Background: an optimization exercise with open tools, aiming at small area, a short achievable clock period and few clock cycles per item. Do not read the settings as production practice. Only simulation tests tie the RTL to the original design; equivalence was not proved. No activity file was given, so power comes from the tool's default toggle rates.

File: flow/design.v
package smx_pkg;
    localparam int MaxRows = 64;
    localparam int SumW    = 23;
    function automatic logic [16:0] pow2_lut(input logic [3:0] j);
        logic [16:0] v;
        unique case (j)
            4'd0: v = 17'd65536;   4'd1: v = 17'd62757;
            4'd2: v = 17'd60097;   4'd3: v = 17'd57549;
            4'd4: v = 17'd55109;   4'd5: v = 17'd52773;
            4'd6: v = 17'd50535;   4'd7: v = 17'd48393;
            4'd8: v = 17'd46341;   4'd9: v = 17'd44376;
            4'd10: v = 17'd42495;  4'd11: v = 17'd40693;
            4'd12: v = 17'd38968;  4'd13: v = 17'd37316;
            4'd14: v = 17'd35734;  default: v = 17'd34219;
        endcase
        pow2_lut = v;
    endfunction
    function automatic logic [8:0] exp_code(input logic [15:0] g);
        logic [21:0] p;
        p = 22'(g[11:0]) * 22'd369 + 22'd128;
        if (g[15:12] != 4'd0) begin
            exp_code = 9'h1FF;
        end else begin
            exp_code = p[20:12];
        end
    endfunction
    function automatic logic [16:0] exp_dec(input logic [8:0] c);
        logic [16:0] v;
        v = pow2_lut(c[3:0]) >> c[8:4];
        if (c[8:4] >= 5'd17) begin
            v = '0;
        end
        exp_dec = v;
    endfunction
endpackage
module smx_datapath #(
    parameter logic [15:0] REG_MASK = 16'hFFFE
) (
    input  logic        aclk,
    input  logic        aresetn,
    input  logic        adv,        
    input  logic        in_v,
    input  logic [16:0] in_e,
    input  logic [22:0] in_s,
    input  logic        in_last,
    input  logic        in_ovf,
    output logic        out_v,
    output logic [15:0] out_q,
    output logic        out_last,
    output logic        out_ovf
);
    logic [23:0] p_c   [17];
    logic [22:0] s_c   [17];
    logic [15:0] q_c   [17];
    logic        v_c   [17];
    logic        lst_c [17];
    logic        ovf_c [17];
    assign p_c[0]   = 24'(in_e);
    assign s_c[0]   = in_s;
    assign q_c[0]   = '0;
    assign v_c[0]   = in_v;
    assign lst_c[0] = in_last;
    assign ovf_c[0] = in_ovf;
    for (genvar i = 0; i < 16; i++) begin : g_step
        logic [23:0] p_i;
        logic [22:0] s_i;
        logic [15:0] q_i;
        logic        v_i, lst_i, ovf_i;
        if (i > 0 && REG_MASK[i]) begin : g_reg
            logic [23:0] p_q;
            logic [22:0] s_q;
            logic [i-1:0] q_q;
            logic        v_q, lst_q, ovf_q;
            always_ff @(posedge aclk) begin
                if (!aresetn) begin
                    v_q <= 1'b0;
                end else if (adv) begin
                    v_q <= v_c[i];
                end
                if (adv) begin
                    p_q   <= p_c[i];
                    s_q   <= s_c[i];
                    q_q   <= q_c[i][i-1:0];
                    lst_q <= lst_c[i];
                    ovf_q <= ovf_c[i];
                end
            end
            assign p_i = p_q;   assign s_i = s_q;   assign q_i = 16'(q_q);
            assign v_i = v_q;   assign lst_i = lst_q; assign ovf_i = ovf_q;
        end else begin : g_wire
            assign p_i = p_c[i];   assign s_i = s_c[i];   assign q_i = q_c[i];
            assign v_i = v_c[i];   assign lst_i = lst_c[i]; assign ovf_i = ovf_c[i];
        end
        logic        sub_i;
        logic [25:0] a_i, b_i, y_i;
        assign sub_i = !p_i[23];
        assign a_i   = {p_i, 1'b0, 1'b1};
        assign b_i   = {{2'b00, s_i} ^ {25{sub_i}}, sub_i};
        assign y_i   = a_i + b_i;
        assign p_c[i+1]   = y_i[24:1];
        assign s_c[i+1]   = s_i;
        assign q_c[i+1]   = {q_i[14:0], !y_i[24]};
        assign v_c[i+1]   = v_i;
        assign lst_c[i+1] = lst_i;
        assign ovf_c[i+1] = ovf_i;
    end
    assign out_v    = v_c[16];
    assign out_q    = q_c[16];
    assign out_last = lst_c[16];
    assign out_ovf  = ovf_c[16];
endmodule
module softmax_normalizer (
    input  logic        aclk,
    input  logic        aresetn,
    input  logic        s_tvalid,
    output logic        s_tready,
    input  logic [15:0] s_tdata,    
    input  logic        s_tlast,    
    output logic        m_tvalid,
    input  logic        m_tready,
    output logic [15:0] m_tdata,    
    output logic        m_tlast,    
    output logic        m_tuser     
);
    localparam int D1 = 5;    
    localparam int P1 = $clog2(D1);
    localparam int D2 = 4;    
    localparam int P2 = $clog2(D2 + 1);
    localparam logic [15:0] DIV_MASK = 16'hFFFE;   
    logic        rdy_q;
    logic [6:0]  cin_q;         
    logic [15:0] x_q;
    logic        st_q, dr_q, cl_q;
    logic [6:0]  occa_q;        
    logic [P1:0] q1res_q;       
    logic        acc;
    logic        st_in;
    logic        rd_a;          
    logic        pop1;          
    assign acc   = s_tvalid && rdy_q;
    assign st_in = acc && !cin_q[6];
    logic [6:0]  occa_b, occa_n;
    logic [P1:0] q1res_b, q1res_n;
    logic [6:0]  cin_n;
    logic        occa_ok0, occa_ok1, q1_ok0, q1_ok1, cin_sat1, rdy_n;
    assign occa_b   = occa_q - 7'(rd_a);
    assign q1res_b  = q1res_q - (P1+1)'(pop1);
    assign occa_n   = occa_b + 7'(st_in);
    assign q1res_n  = q1res_b + (P1+1)'(acc && s_tlast);
    assign cin_n    = !acc ? cin_q : (s_tlast ? 7'd0 : (cin_q[6] ? cin_q : cin_q + 7'd1));
    assign occa_ok0 = occa_b < 7'd64;
    assign occa_ok1 = occa_b < 7'd63;
    assign q1_ok0   = q1res_b < (P1+1)'(D1);
    assign q1_ok1   = q1res_b < (P1+1)'(D1 - 1);
    assign cin_sat1 = cin_q[6] || (cin_q == 7'd63);
    always_comb begin
        if (!acc) begin
            rdy_n = q1_ok0 && (occa_ok0 || cin_q[6]);
        end else if (s_tlast) begin
            rdy_n = q1_ok1 && (cin_q[6] ? occa_ok0 : occa_ok1);
        end else begin
            rdy_n = q1_ok0 && (cin_q[6] ? 1'b1 : (occa_ok1 || cin_sat1));
        end
    end
    always_ff @(posedge aclk) begin
        x_q <= s_tdata;
        if (!aresetn) begin
            rdy_q   <= 1'b0;
            cin_q   <= '0;
            st_q    <= 1'b0;
            dr_q    <= 1'b0;
            cl_q    <= 1'b0;
            occa_q  <= '0;
            q1res_q <= '0;
        end else begin
            st_q    <= st_in;
            dr_q    <= acc && cin_q[6];
            cl_q    <= acc && s_tlast;
            cin_q   <= cin_n;
            occa_q  <= occa_n;
            q1res_q <= q1res_n;
            rdy_q   <= rdy_n;
        end
    end
    assign s_tready = rdy_q;
    logic [15:0] mema [64];
    logic [5:0]  wpa_q;
    logic [15:0] lmax_q;
    logic [6:0]  ln_q;
    logic        lovf_q;
    logic [15:0] lmax_n;
    logic [6:0]  ln_n;
    logic        lovf_n;
    assign lmax_n = (st_q && ($signed(x_q) > $signed(lmax_q))) ? x_q : lmax_q;
    assign ln_n   = ln_q + 7'(st_q);
    assign lovf_n = lovf_q || dr_q;
    logic [15:0] q1max [D1];
    logic [5:0]  q1nm1 [D1];
    logic        q1ovf [D1];
    logic [P1-1:0] q1wp_q, q1rp_q;
    always_ff @(posedge aclk) begin
        if (st_q) begin
            mema[wpa_q] <= x_q;
        end
        if (cl_q) begin
            q1max[q1wp_q] <= lmax_n;
            q1nm1[q1wp_q] <= 6'(ln_n - 7'd1);
            q1ovf[q1wp_q] <= lovf_n;
        end
        if (!aresetn) begin
            wpa_q  <= '0;
            lmax_q <= 16'h8000;
            ln_q   <= '0;
            lovf_q <= 1'b0;
            q1wp_q <= '0;
        end else begin
            if (st_q) begin
                wpa_q <= wpa_q + 6'd1;
            end
            if (cl_q) begin
                lmax_q <= 16'h8000;
                ln_q   <= '0;
                lovf_q <= 1'b0;
                q1wp_q <= (q1wp_q == P1'(D1 - 1)) ? '0 : q1wp_q + 1'b1;
            end else begin
                lmax_q <= lmax_n;
                ln_q   <= ln_n;
                lovf_q <= lovf_n;
            end
        end
    end
    logic [P1:0] q1cnt_q;       
    logic [5:0]  rpa_q;
    logic [5:0]  sidx_q;
    logic [6:0]  occb_q;        
    logic [P2-1:0] q2res_q;     
    logic        rd_b;          
    logic        s_last;
    logic        s_ok;
    logic          slast_q;
    logic [5:0]    sidx_n;
    logic [P1-1:0] q1rp_n;
    logic [5:0]    hnm1_n;
    assign s_last = slast_q;
    assign sidx_n = !s_ok ? sidx_q : (s_last ? 6'd0 : sidx_q + 6'd1);
    assign q1rp_n = !(s_ok && s_last) ? q1rp_q : ((q1rp_q == P1'(D1 - 1)) ? '0 : q1rp_q + 1'b1);
    assign hnm1_n = (cl_q && (q1wp_q == q1rp_n)) ? 6'(ln_n - 7'd1) : q1nm1[q1rp_n];
    always_ff @(posedge aclk) begin
        slast_q <= sidx_n == hnm1_n;
    end
    assign s_ok   = (q1cnt_q != '0) && !occb_q[6] && (!s_last || (q2res_q != P2'(D2)));
    assign rd_a   = s_ok;
    assign pop1   = s_ok && s_last;
    logic [15:0] sx_q, smx_q;
    logic        s1v_q, s1l_q, s1o_q;
    logic [5:0]  s1n_q;
    logic [15:0] g_q;
    logic        s2v_q, s2l_q, s2o_q;
    logic [5:0]  s2n_q;
    logic [14:0] ga_q;          
    logic [17:0] gb_q;          
    logic        gs_q;          
    logic        s3v_q, s3l_q, s3o_q;
    logic [5:0]  s3n_q;
    logic [8:0]  s4c_q;
    logic        s4v_q, s4l_q, s4o_q;
    logic [5:0]  s4n_q;
    logic [8:0]  s5c_q;
    logic [16:0] s5e_q;
    logic        s5v_q, s5l_q, s5o_q;
    logic [5:0]  s5n_q;
    logic [22:0] sacc_q;
    logic [22:0] ssum;
    logic [20:0] gp;
    assign ssum = sacc_q + 23'(s5e_q);
    assign gp   = {ga_q, 6'd0} + 21'(gb_q);
    always_ff @(posedge aclk) begin
        if (s_ok) begin
            sx_q  <= mema[rpa_q];
            smx_q <= q1max[q1rp_q];
            s1l_q <= s_last;
            s1n_q <= q1nm1[q1rp_q];
            s1o_q <= q1ovf[q1rp_q];
        end
        g_q   <= smx_q - sx_q;
        s2l_q <= s1l_q;
        s2n_q <= s1n_q;
        s2o_q <= s1o_q;
        ga_q  <= {1'b0, g_q[11:0], 2'b00} + 15'(g_q[11:0]);
        gb_q  <= {14'(g_q[11:0]) + {1'b0, g_q[11:0], 1'b0}, 4'd0} + 18'(g_q[11:0]) + 18'd128;
        gs_q  <= g_q[15:12] != 4'd0;
        s3l_q <= s2l_q;
        s3n_q <= s2n_q;
        s3o_q <= s2o_q;
        s4c_q <= gs_q ? 9'h1FF : gp[20:12];
        s4l_q <= s3l_q;
        s4n_q <= s3n_q;
        s4o_q <= s3o_q;
        s5c_q <= s4c_q;
        s5e_q <= smx_pkg::exp_dec(s4c_q);
        s5l_q <= s4l_q;
        s5n_q <= s4n_q;
        s5o_q <= s4o_q;
        if (!aresetn) begin
            q1cnt_q <= '0;
            q1rp_q  <= '0;
            rpa_q   <= '0;
            sidx_q  <= '0;
            s1v_q   <= 1'b0;
            s2v_q   <= 1'b0;
            s3v_q   <= 1'b0;
            s4v_q   <= 1'b0;
            s5v_q   <= 1'b0;
            sacc_q  <= '0;
        end else begin
            q1cnt_q <= q1cnt_q + (P1+1)'(cl_q) - (P1+1)'(pop1);
            if (s_ok) begin
                rpa_q  <= rpa_q + 6'd1;
                sidx_q <= s_last ? 6'd0 : sidx_q + 6'd1;
                if (s_last) begin
                    q1rp_q <= (q1rp_q == P1'(D1 - 1)) ? '0 : q1rp_q + 1'b1;
                end
            end
            s1v_q <= s_ok;
            s2v_q <= s1v_q;
            s3v_q <= s2v_q;
            s4v_q <= s3v_q;
            s5v_q <= s4v_q;
            if (s5v_q) begin
                sacc_q <= s5l_q ? 23'd0 : ssum;
            end
        end
    end
    logic [8:0]  memb [64];
    logic [5:0]  wpb_q;
    logic [22:0] q2s   [D2];
    logic [5:0]  q2nm1 [D2];
    logic        q2ovf [D2];
    logic [P2-1:0] q2wp_q, q2rp_q;
    logic        push2;
    logic        rel2;          
    assign push2 = s5v_q && s5l_q;
    always_ff @(posedge aclk) begin
        if (s5v_q) begin
            memb[wpb_q] <= s5c_q;
        end
        if (push2) begin
            q2s[q2wp_q]   <= ssum;
            q2nm1[q2wp_q] <= s5n_q;
            q2ovf[q2wp_q] <= s5o_q;
        end
        if (!aresetn) begin
            wpb_q   <= '0;
            q2wp_q  <= '0;
            occb_q  <= '0;
            q2res_q <= '0;
        end else begin
            if (s5v_q) begin
                wpb_q <= wpb_q + 6'd1;
            end
            if (push2) begin
                q2wp_q <= (q2wp_q == P2'(D2 - 1)) ? '0 : q2wp_q + 1'b1;
            end
            occb_q  <= occb_q + 7'(s_ok) - 7'(rd_b);
            q2res_q <= q2res_q + P2'(s_ok && s_last) - P2'(rel2);
        end
    end
    logic        adv;
    logic [P2-1:0] q2cnt_q;     
    logic [5:0]  rpb_q;
    logic [5:0]  eidx_q;
    logic        e_last;
    logic        e_ok;
    logic        ov_q;
    logic        adv_q;
    assign adv    = adv_q;
    assign e_last = (eidx_q == q2nm1[q2rp_q]);
    assign e_ok   = adv && (q2cnt_q != '0);
    assign rd_b   = e_ok;
    logic [8:0]    ec_q;
    logic [P2-1:0] e1i_q;
    logic          e1v_q, e1l_q, e1o_q;
    logic [16:0]   ee_q;
    logic [22:0]   es_q;
    logic          e2v_q, e2l_q, e2o_q;
    assign rel2 = adv && e1v_q && e1l_q;
    always_ff @(posedge aclk) begin
        if (e_ok) begin
            ec_q  <= memb[rpb_q];
            e1i_q <= q2rp_q;
            e1l_q <= e_last;
            e1o_q <= q2ovf[q2rp_q];
        end
        if (adv) begin
            ee_q  <= smx_pkg::exp_dec(ec_q);
            es_q  <= q2s[e1i_q];
            e2l_q <= e1l_q;
            e2o_q <= e1o_q;
        end
        if (!aresetn) begin
            q2cnt_q <= '0;
            q2rp_q  <= '0;
            rpb_q   <= '0;
            eidx_q  <= '0;
            e1v_q   <= 1'b0;
            e2v_q   <= 1'b0;
        end else begin
            q2cnt_q <= q2cnt_q + P2'(push2) - P2'(e_ok && e_last);
            if (e_ok) begin
                rpb_q  <= rpb_q + 6'd1;
                eidx_q <= e_last ? 6'd0 : eidx_q + 6'd1;
                if (e_last) begin
                    q2rp_q <= (q2rp_q == P2'(D2 - 1)) ? '0 : q2rp_q + 1'b1;
                end
            end
            if (adv) begin
                e1v_q <= e_ok;
                e2v_q <= e1v_q;
            end
        end
    end
    logic        dv, dl, dovf;
    logic [15:0] dq;
    smx_datapath #(.REG_MASK(DIV_MASK)) u_div (
        .aclk     (aclk),
        .aresetn  (aresetn),
        .adv      (adv),
        .in_v     (e2v_q),
        .in_e     (ee_q),
        .in_s     (es_q),
        .in_last  (e2l_q),
        .in_ovf   (e2o_q),
        .out_v    (dv),
        .out_q    (dq),
        .out_last (dl),
        .out_ovf  (dovf)
    );
    logic [15:0] op_q, kp_q;
    logic        ol_q, oo_q, kl_q, ko_q;
    logic        kv_q;
    logic        push_o, pop_o;
    logic [1:0]  ocnt, ocnt_n;
    assign push_o = adv && dv;
    assign pop_o  = ov_q && m_tready;
    assign ocnt   = {ov_q && kv_q, ov_q ^ kv_q};
    assign ocnt_n = ocnt + 2'(push_o) - 2'(pop_o);
    always_ff @(posedge aclk) begin
        if (!aresetn) begin
            ov_q  <= 1'b0;
            kv_q  <= 1'b0;
            adv_q <= 1'b1;
        end else begin
            ov_q  <= ocnt_n != 2'd0;
            kv_q  <= ocnt_n == 2'd2;
            adv_q <= ocnt_n != 2'd2;
        end
        if (!ov_q || pop_o) begin
            if (kv_q) begin
                op_q <= kp_q;
                ol_q <= kl_q;
                oo_q <= ko_q;
            end else begin
                op_q <= dq;
                ol_q <= dl;
                oo_q <= dovf;
            end
        end
        if (push_o) begin
            kp_q <= dq;
            kl_q <= dl;
            ko_q <= dovf;
        end
    end
    assign m_tvalid = ov_q;
    assign m_tdata  = op_q;
    assign m_tlast  = ol_q;
    assign m_tuser  = oo_q;
endmodule
File: flow/flow/run.sh
#!/bin/bash
# Layout flow: the standard flow (standard.sh), with the standard synthesis run
# unchanged. Changes to how the layout is made: the port buffers that placement
# inserts on every input and output are buf_4 cells; clock tree synthesis uses larger
# sink clusters and no dummy balancing loads; and the timing repair of the later steps
# aims below the clock period (a setup margin of REPAIR_MARGIN ns).
# Each step's output goes to a log of its own.
set -euo pipefail
REPAIR_MARGIN=7.6
bash standard.sh synth > synth.log 2>&1
bash standard.sh SETUP_SLACK_MARGIN=$REPAIR_MARGIN \
    "BUFFER_PORTS_ARGS=-buffer_cell sky130_fd_sc_hd__buf_4" \
    "CTS_ARGS=-sink_clustering_enable -repair_clock_nets -dont_use_dummy_load -sink_clustering_size 30" \
    finish > layout.log 2>&1
File: flow/standard.sh
#!/bin/bash
# synth_recipe.tcl (not shown) runs the flow's synth.tcl, then flattens the netlist and writes it again
# the make line also repeats each setting of config.mk as NAME=value (left out here)
make -C /OpenROAD-flow-scripts/flow DESIGN_CONFIG=/design/flow/config.mk WORK_HOME=/design/flow/orfs CLKGATE_MAP_FILE= SYNTH_SCRIPT=/design/flow/synth_recipe.tcl "${@:-finish}"
File: flow/config.mk
export PLATFORM = sky130hd
export DESIGN_NAME = softmax_normalizer
export DESIGN_NICKNAME = softmax_normalizer
export VERILOG_FILES = /design/flow/design.v
export SDC_FILE = /design/flow/constraint.sdc
export NUM_CORES = 4
export LEC_CHECK = 0
export CAP_MARGIN = 20
export CORE_MARGIN = 2
export CORE_UTILIZATION = 40
export SLEW_MARGIN = 20
File: flow/constraint.sdc
create_clock -name core_clock -period 11.0 [get_ports {aclk}]
set_input_delay 2.2000 -clock core_clock [delete_from_list [all_inputs] [get_ports {aclk}]]
set_output_delay 2.2000 -clock core_clock [all_outputs]
set_load 0.01 [all_outputs]
==> metrics.csv, run 1 <==
metric,value,unit
yosysSeqAreaShare,0.6685,
area_growth,12.98,%
slew_headroom,0.2961,
fp.dieH,586.7,um
grtUsageTotal,0.1645,
synthAdderAreaFrac,0.04883,
power.total,42.50,mW
async_reset_ff_frac,0,
setup_viol,0,
max_freq,275.8,MHz
top_layer_used,met5,
cts_tree,built,
drt-total-wl,292000,um
coreArea,337400,sq um
min_period_over_period,0.3296,
grt_pass1_wl,438800,um
synthSimpleGateAreaFrac,0.04989,
clock_path_buffers,4,
muxShareOfSynthArea,0.1089,
synth_cell_types,96,
final_cells,13146,
period_minus_slack,3626,ps
ir_worst_vdd,146.4,uV
cp_slowest_stage_delay,390,ps
crit_type,register to output port,
fin_area,153400,sq um
cts_root_buf,clkbuf_16,
hold_viol,0,
p_sw,13.53,mW
insertion_delay,940,ps
worstReg2RegStart,u_div.g_step[6].g_reg.p_q[23]$_DFFE_PP_,
yosys_warnings,8,
sw_frac_of_total,0.3183,
gr-total-overflow,0,
vias_per_cell,5.388,
synth_top_area_frac,0.6235,
post-route-drc-count,0,
synth_edf_count,2820,
syn-cell-area,135800,sq um
path_clk_slew,60,ps
critPathLaunchType,register,
synth_xor_area_frac,0.05237,
yosys.area.top_type,edfxtp_1,
tightestPinTransition,1052,ps
die_w,586.7,um
clock_skew,107.8,ps
fp-row-count,213,
portBuffers,40,
routed-wl-met2,144900,um
power.density,277.0,nW/um^2
layout-drive-gt1-share,0.1872,
placed_cells,12689,
postLayoutCoreUtil,0.4548,
slew_viol_final,0,
place_hpwl,178300,um
hp-start,s1n_q[5]$_DFFE_PN_,
status,timing/DRC/antenna clean,
synth-seq-cells,3125,
first_global_vias,72600,
cts_buffers,340,
vias,70826,
start_util,0.4025,
cap_violations,0,
dr.pass1.iters,6,
cts_sinks,3125,
leakage,51.53,nW
hold_path_class,register to register,
clockPowerShare,0.224,
cpMaxStageDelayCell,edfxtp_1,
crit_family,flip-flops,
drt_iter0_drc,5523,
synth_common_cells,"edfxtp_1, xnor2_1, mux4_2",
nets,9172,
syn-num-nets,8809,
synth_top_flop_cell,edfxtp_1,
power_frac_seq,0.393,
synth_area_leaders,"edfxtp_1, mux4_2, ha_1",
grt_max_degree,162,
synth.most_common_cell,edfxtp_1,
io_pins,41,
critPathMaxFanout,1,
synth_compound_area_frac,0.05658,
combPwrFrac,0.383,
cp_data_arrival_time,1430,ps
path_cells,buf_6,
placed_cell_area,142200,sq um
end_kind,output port,
rsz0062_at_grt,true,
synth_top_family_by_area,multiplexers,
tns,0,ps
worst-path-buf-inv,1,
cts.htree.levels,5,
dieArea,344200,sq um
internal_power,28.97,mW
syn_area_per_cell,16.43,sq um
worstSetupStartpoint,op_q[15]$_DFFE_PP_,
met3_length,17710,um
antenna_found_initial,14,
critPathRequiredTime,8800,ps
antenna_left,0,
m1WireLength,122100,um
place_congestion,0.8087,
wl_per_cell,22.21,um
syn_inst,8264,
-- cell usage in the layout, fill, tap and decap left out, types with 228 or more instances in the layout --
cell / n
clkbuf_16: 347
inv_1: 228
dfxtp_1: 262
a21oi_1: 312
buf_4: 233
mux4_2: 583
nor2_1: 422
xnor2_1: 648
edfxtp_1: 2820
ha_1: 492
nand2_1: 246
-- per-layer routing --
| metal | GRT usage | vias up |
|---|---|---|
| met3 | 0.03082 | 438 |
| met4 | 0.04315 | 6 |
| met5 | 0 | - |
| li1 | - | 32595 |
| met1 | 0.2144 | 36098 |
| met2 | 0.2820 | 1689 |
-- state kept, by name, summed over array words and instances (netlist names), 14 cells and up, named ones only --
register,cells
q2nm1,24
es_q,23
s5e_q,17
mema,1024
sacc_q,23
memb,576
u_div.g_step.g_reg.s_q,345
u_div.g_step.g_reg.p_q,359
q1nm1,30
op_q,16
smx_q,16
x_q,16
kp_q,16
gb_q,14
lmax_q,16
u_div.g_step.g_reg.q_q,120
u_div.g_step.g_reg.v_q,15
sx_q,16
q2s,92
g_q,16
u_div.g_step.g_reg.ovf_q,15
u_div.g_step.g_reg.lst_q,15
q1max,80
ee_q,17
-- timing repair --
action / in CTS / in global routing
gates cloned: 7 / 7
setup endpoints to repair: 453 / 325
pin swaps: 41 / 105
hold buffers: 0 / 0
setup buffers: 34 / 63
resized for setup: 165 / 173
-- final timing paths --
path	end	slack [ps]	depth (start not counted)
worst max-delay path	m_tdata[15]	7370	1
worst min-delay path	s2n_q[5]$_DFF_P_	280	0
worst max register to register	u_div.g_step[7].g_reg.p_q[22]$_DFFE_PP_	7590	12
worst min register to register	s2n_q[5]$_DFF_P_	280	0
-- power by group through the flow --
stage	Sequential (mW)	Clock [mW]	Combinational, mW
floorplan	16.7	0	11.7
global placement	17.0	0	14.2
detailed placement	17.0	0	14.4
global route	16.9	10.2	18.1
finish	16.7	9.51	16.3
CTS	16.7	9.80	15.2
-- cell type report --
cell class                      count  area (sq um)
Antenna cell                        6         15.01
Clock buffer                      340          8508
Fill cell                       28809        184000
Inverter                          237         889.6
Multi-Input combinational cell   4612         44360
Sequential cell                  3125         90870
Tap cell                         4515          5649
Timing Repair Buffer              311          3146
-- through the flow --
stage	hold WS, ps	setup WS, ps
floorplan	309.6	2255
global placement	311.1	6464
detailed placement	312.1	6380
CTS	279.9	7261
global route	287.9	7272
finish	284.0	7374
-- cells by family after synthesis --
group           after synthesis
flops                      3125
simple gates               1371
compound gates             1167
xor+xnor                    812
mux                         738
buf+inv                     527
fa+ha+maj                   524
Testbench counts, summed over its fixed seeds: cycles 12,162, items 10,857.
==> inputs of run 2 (changes only) <==
--- a/flow/flow/run.sh
+++ b/flow/flow/run.sh
@@ -12,3 +12,3 @@
     "BUFFER_PORTS_ARGS=-buffer_cell sky130_fd_sc_hd__buf_4" \
-    "CTS_ARGS=-sink_clustering_enable -repair_clock_nets -dont_use_dummy_load -sink_clustering_size 30" \
+    "CTS_ARGS=-sink_clustering_enable -repair_clock_nets -dont_use_dummy_load -sink_clustering_size 30 -sink_clustering_max_diameter 100" \
     finish > layout.log 2>&1
==> metrics.csv, run 2 <==
metric,value,unit,change
critPathLaunchType,register,,
reg2reg_slack,7560,ps,-30 ps
clock_skew,103.3,ps,-4.459 ps
hold-path-cell-count,0,,unchanged
hp-start,s3l_q$_DFF_P_,,
io_pins,41,,unchanged
top_regs,"mema (1024), memb (576), u_div.g_step.g_reg.p_q (359)",,
layout-drive-gt1-share,0.1680,,-0.01922
multiInputGateArea,44320,sq um,about the same
cpMaxStageDelayCell,dfxtp_4,,
sw_frac_of_total,0.3323,,+0.01398
clockPowerShare,0.148,,-0.076
portBuffers,40,,unchanged
coreArea,337400,sq um,unchanged
dp_slack,6380,ps,unchanged
drt-total-wl,286900,um,-1.8%
leakage,49.02,nW,-4.9%
start_util,0.4025,,unchanged
whs_endpoint,s4l_q$_DFF_P_,,
vias,69535,,-1.8%
cts_buffers,137,,-60%
postCtsHoldBufs,0,,unchanged
fp-row-count,213,,unchanged
ir_worst_vdd,135.7,uV,-7.3%
ff2ff_path_depth,12,,unchanged
drt_iter0_drc,5844,,+5.8%
synth_common_cells,"edfxtp_1, xnor2_1, mux4_2",,
largest_reg_flops,1024,,unchanged
synth_area_leaders,"edfxtp_1, mux4_2, ha_1",,
rsz0062_at_grt,true,,
slew_viol_final,0,,unchanged
cp_data_arrival_time,1410,ps,-20 ps
antenna_left,0,,unchanged
gr-total-overflow,0,,unchanged
critPathRequiredTime,8800,ps,about the same
grtUsageTotal,0.1617,,-0.002835
yosys_warnings,8,,unchanged
synth_top_flop_cell,edfxtp_1,,
hold_ws,309.5,ps,+25.54 ps
worstReg2RegStart,u_div.g_step[6].g_reg.p_q[23]$_DFFE_PP_,,
tightestPinTransition,1071,ps,+18.81 ps
first_global_vias,70727,,-2.6%
final-seq-area,90880,sq um,about the same
setup_slack,7395,ps,+20.68 ps
critPathMaxFanout,2,,+1
worstReg2RegEnd,u_div.g_step[7].g_reg.p_q[22]$_DFFE_PP_,,
cts_root_buf,clkbuf_16,,
synth_cell_types,96,,unchanged
tns,0,ps,unchanged
nets,8974,,-2.2%
vias_per_cell,5.372,,-0.30%
die_w,586.7,um,unchanged
fp.dieH,586.7,um,unchanged
syn_area_per_cell,16.43,sq um,unchanged
cap_violations,0,,unchanged
yosys.area.top_type,edfxtp_1,,
crit_family,flip-flops,,
worstSetupStartpoint,ov_q$_SDFF_PN0_,,
syn-cell-area,135800,sq um,unchanged
fill_cells,29298,,+1.7%
yosysSeqAreaShare,0.6685,,unchanged
placed_cell_area,142200,sq um,unchanged
cts_tree,built,,
cp_slowest_stage_delay,420,ps,+30 ps
hold_viol,0,,unchanged
place_hpwl,178300,um,unchanged
path_cells,buf_6,,
antenna_found_initial,8,,-6
internal_power,25.75,mW,-11%
dieArea,344200,sq um,unchanged
top_register,mema,,
synth_top_area_frac,0.6235,,unchanged
crit_type,register to output port,,
async_reset_ff_frac,0,,unchanged
wl_per_cell,22.16,um,-0.24%
power.total,38.57,mW,-9.2%
synth-seq-cells,3125,,unchanged
insertion_delay,890,ps,-50 ps
cts.htree.levels,4,,-1
dr.pass1.iters,5,,-1
synth.most_common_cell,edfxtp_1,,
setup_viol,0,,unchanged
period_minus_slack,3605,ps,-20.68 ps
final_cell_mix,"edfxtp_1, xnor2_1, mux4_2",,
fin_area,148300,sq um,-3.3%
clock_path_buffers,4,,unchanged
p_sw,12.82,mW,-5.3%
cts_sinks,3125,,unchanged
grt_max_degree,162,,unchanged
power_frac_seq,0.432,,+0.039
syn_inst,8264,,unchanged
place_congestion,0.8087,,unchanged
end_kind,output port,,
post-route-drc-count,0,,unchanged
worst-path-buf-inv,1,,unchanged
hold_path_class,register to register,,
slew_headroom,0.2835,,-0.01259
min_period_over_period,0.3278,,-0.001880
combPwrFrac,0.420,,+0.037
final_common_cell,edfxtp_1,,
power.density,260.1,nW/um^2,-6.1%
status,timing/DRC/antenna clean,,
area_growth,9.203,%,
path_clk_slew,110,ps,+50 ps
max_freq,277.4,MHz,+0.57%
synth_edf_count,2820,,unchanged
grt_pass1_wl,432600,um,-1.4%
syn-num-nets,8809,,unchanged
run 2: per-layer routing:
| layer | track usage | wire, um | part of all wire |
|---|---|---|---|
| met1 | 0.2174 | 123900 | 0.43 |
| met2 | 0.2819 | 144300 | 0.50 |
| met3 | 0.01995 | 13180 | 0.046 |
| met4 | 0.03255 | 5513 | 0.019 |
| met5 | 0 | 0 | 0 |
run 2: kinds of logic (layout without fill, tap and decap cells):
family | after synthesis | count (layout) | synth area share
fa+ha+maj | 524 | 524 | 0.04883
other cells | 0 | 3 | 0
flops | 3125 | 3125 | 0.6685
xor+xnor | 812 | 812 | 0.05237
simple gates | 1371 | 1371 | 0.04989
compound gates | 1167 | 1167 | 0.05658
mux | 738 | 738 | 0.1089
buf+inv | 527 | 690 | 0.01497
run 2: repair_timing:
item | in CTS | in global routing
pin swaps | 47 | 98
setup buffers | 39 | 66
resized for setup | 177 | 165
setup endpoints to repair | 612 | 387
cloned | 7 | 4
endpoints found under the hold margin | 0 | 0
run 2: worst max path at each step:
stage	endpoint	cells past startpoint	slack, ps
2_1_floorplan	occb_q[6]$_SDFF_PN0_	14	2260
3_3_place_gp	sx_q[5]$_DFFE_PN_	5	6460
3_5_place_dp	sx_q[5]$_DFFE_PN_	5	6380
4_1_cts	m_tvalid	1	7290
5_1_grt	m_tdata[10]	1	7300
6_report	m_tvalid	1	7390
run 2: cell type report:
class,count,area share
Clock buffer,137,0.02312
Antenna cell,3,0.00005062
Inverter,237,0.005998
Sequential cell,3125,0.6128
Multi-Input combinational cell,4612,0.2988
Timing Repair Buffer,316,0.02116
Tap cell,4515,0.03809
run 2: metrics by stage:
| stage | util | std cells |
|---|---|---|
| 3_5_place_dp | 0.4213 | 12689 |
| 4_1_cts | 0.4353 | 12872 |
| 6_report | 0.4396 | 12945 |
| 5_1_grt | 0.4396 | 12943 |
| 3_3_place_gp | 0.4213 | 12689 |
| 2_1_floorplan | - | 8264 |
run 2: power by group through the flow:
stage	combinational, mW	sequential, mW	clock, mW
2_1_floorplan	11.7	16.7	0
3_3_place_gp	14.2	17.0	0
3_5_place_dp	14.4	17.0	0
4_1_cts	15.3	16.7	5.92
5_1_grt	18.0	16.8	6.28
6_report	16.2	16.7	5.71
==> inputs of run 3 (changes only) <==
--- a/flow/config.mk
+++ b/flow/config.mk
@@ -9,3 +9,4 @@
 export CORE_MARGIN = 2
-export CORE_UTILIZATION = 40
+export CORE_UTILIZATION = 60
+export PLACE_DENSITY = 0.7
 export SLEW_MARGIN = 20
==> metrics.csv, run 3 <==
metric,value,unit,change
synthSimpleGateAreaFrac,0.04989,,unchanged
grtUsageTotal,0.2420,,+0.08031
muxShareOfSynthArea,0.1089,,unchanged
synth_top_area_frac,0.6235,,unchanged
grt_max_degree,183,,+13%
dr.pass1.iters,5,,unchanged
power.density,261.0,nW/um^2,+0.37%
status,timing/DRC/antenna clean,,
end_kind,output port,,
io_pins,41,,unchanged
cts_sinks,3125,,unchanged
hold_viol,0,,unchanged
period_minus_slack,3588,ps,-17.08 ps
path_cells,buf_6,,
grt_pass1_wl,423600,um,-2.1%
largest_reg_flops,1024,,unchanged
start_util,0.6039,,+0.2014
yosys_warnings,8,,unchanged
tns,0,ps,unchanged
cpMaxStageDelayCell,edfxtp_1,,
synth_common_cells,"edfxtp_1, xnor2_1, mux4_2",,
final_common_cell,edfxtp_1,,
drt-total-wl,280900,um,-2.1%
ir_worst_vdd,178.1,uV,+31%
place_congestion,0.8498,,+5.1%
yosys.area.top_type,edfxtp_1,,
coreArea,224900,sq um,-33%
cp_slowest_stage_delay,450,ps,+30 ps
synth_xor_area_frac,0.05237,,unchanged
syn-num-nets,8809,,unchanged
area_growth,7.765,%,
fp.dieH,479.8,um,-18%
final_cell_mix,"edfxtp_1, xnor2_1, mux4_2",,
drt_iter0_drc,6429,,+10%
yosysSeqAreaShare,0.6685,,unchanged
critPathRequiredTime,8800,ps,about the same
path_clk_slew,100,ps,about the same
critPathMaxFanout,1,,-1
clock_skew,91.98,ps,-11.32 ps
synth-seq-cells,3125,,unchanged
cp_data_arrival_time,1390,ps,-20 ps
slew_viol_final,0,,unchanged
place_hpwl,178300,um,about the same
antenna_found_initial,9,,+1
synth_area_leaders,"edfxtp_1, mux4_2, ha_1",,
worst-path-buf-inv,1,,unchanged
crit_family,flip-flops,,
cap_violations,0,,unchanged
setup_viol,0,,unchanged
cts_tree,built,,
fp-row-count,174,,-18%
gr-total-overflow,0,,unchanged
synth.most_common_cell,edfxtp_1,,
vias,70381,,+1.2%
synthAdderAreaFrac,0.04883,,unchanged
cts.htree.levels,4,,unchanged
async_reset_ff_frac,0,,unchanged
min_period_over_period,0.3262,,-0.001553
antenna_left,0,,unchanged
postLayoutCoreUtil,0.6508,,+0.2112
wl_per_cell,24.63,um,+11%
synth_edf_count,2820,,unchanged
first_global_vias,70990,,+0.37%
synth_top_flop_cell,edfxtp_1,,
post-route-drc-count,0,,unchanged
critPathLaunchType,register,,
slew_headroom,0.1926,,-0.09094
top_regs,"mema (1024), memb (576), u_div.g_step.g_reg.p_q (359)",,
cts_root_buf,clkbuf_16,,
leakage,48.84,nW,-0.37%
synth_compound_area_frac,0.05658,,unchanged
synth_top_family_by_area,multiplexers,,
placed_cell_area,140400,sq um,-1.3%
die_w,479.8,um,-18%
syn-cell-area,135800,sq um,unchanged
dieArea,230200,sq um,-33%
fin_area,146400,sq um,-1.3%
hold_path_class,register to register,,
cts_buffers,130,,-5.1%
clock_path_buffers,3,,-1
portBuffers,40,,unchanged
max_freq,278.7,MHz,+0.48%
synth_cell_types,96,,unchanged
tightestPinTransition,1207,ps,+135.9 ps
power.total,38.20,mW,-0.95%
postCtsHoldBufs,0,,unchanged
crit_type,register to output port,,
syn_area_per_cell,16.43,sq um,unchanged
syn_inst,8264,,unchanged
insertion_delay,840,ps,-50 ps
vias_per_cell,6.171,,+15%
layout-drive-gt1-share,0.1707,,+0.002697
nets,8958,,-0.18%
top_register,mema,,
rsz0062_at_grt,true,,
run 3: cell counts after synthesis:
No cell type changed its count.
run 3: cell type report:
type	instances	area [sq um]
inverters	237	892.1
flip-flops and latches	3125	90870
well taps	2992	3744
fillers	15404	78540
clock buffers	130	3253
multi-input cells	4612	44510
repair buffers	307	3075
diodes	2	5.005
run 3: power breakdown:
part           switching (mW)  internal, mW
combinational            8.48          7.56
clock                    3.33          2.13
sequential              0.871          15.8
total                    12.7          25.5
run 3: worst paths after layout:
path / startpoint / end / slack, ps / depth (start not counted)
worst min-delay path: s2n_q[1]$_DFF_P_ / s3n_q[1]$_DFF_P_ / 280 / 0
worst max-delay path: op_q[7]$_DFFE_PP_ / m_tdata[7] / 7410 / 1
worst max register to register: u_div.g_step[6].g_reg.p_q[23]$_DFFE_PP_ / u_div.g_step[7].g_reg.p_q[22]$_DFFE_PP_ / 7580 / 12
worst min register to register: s2n_q[1]$_DFF_P_ / s3n_q[1]$_DFF_P_ / 280 / 0
run 3: stage by stage:
step,worst slack [ps],instances,hold slack (ps)
final,7412,11405,281.4
after detailed placement,6358,11156,312.1
after floorplan,2255,8264,309.6
after global routing,7357,11404,292.0
after global placement,6421,11149,309.8
after CTS,7330,11314,284.8
run 3: cell families after synthesis:
| group | after synthesis |
|---|---|
| DFF | 3125 |
| and+or+nand+nor | 1371 |
| AOI/OAI and AO/OA | 1167 |
| xor gates and xnor gates | 812 |
| muxes | 738 |
| buffers and inverters | 527 |
| adders and majority gates | 524 |
run 3: per-layer routing:
layer / track usage / wire (um) / vias to the layer above
met2: 0.4378 / 149100 / 1814
met5: 0 / 75 / -
li1: - / - / 32096
met3: 0.03008 / 13820 / 430
met1: 0.3056 / 108700 / 36029
met4: 0.07167 / 9222 / 12
run 3: worst reg2reg max path, cell delays in order (launching register included):
cell,delay (ps)
edfxtp_1,440
buf_12,170
xnor2_1,140
ha_1,320
nor3b_1,160
o21a_1,180
o21a_1,220
a211o_1,330
a221o_1,360
o41a_1,360
a41o_1,230
o211ai_2,190
xnor2_1,90
run 3: what timing repair did:
action | 4_1_cts | 5_1_grt
setup buffers | 24 | 80
resized for setup | 162 | 162
endpoints found under the setup margin | 299 | 198
pin swaps | 31 | 94
gates cloned | 4 | 7

## separate check: timing with driven ports
How much do the figures lean on ideal ports? The routed layouts below were timed once more, with nothing changed but the port constraints. Step 1 (the two cells are an assumption about what drives the block):
set clk [get_ports {aclk}]
set_driving_cell -lib_cell sky130_fd_sc_hd__clkbuf_16 $clk
set_driving_cell -lib_cell sky130_fd_sc_hd__buf_2 [delete_from_list [all_inputs] $clk]
Step 2, shift: input delay + t, output delay - t, t = (earliest + latest rising clock arrival at the registers) / 2. This alone moves slack from input paths to output paths. a / b / c = ideal ports / drivers / drivers and shift; a / b = the first two.
run	t (ns)	setup WS [ns]	worst data-port slew with drivers (ns)
run 1	0.972	7.374 / 7.281 / 6.851	0.06
run 2	0.933	7.395 / 7.297 / 6.952	0.06
run 3	0.873	7.412 / 7.327 / 7.076	0.10
After both steps every run listed still meets setup and hold. For run 1, which loses most, drivers alone change the setup slack by -0.093 ns; drivers and shift together by -0.523 ns.
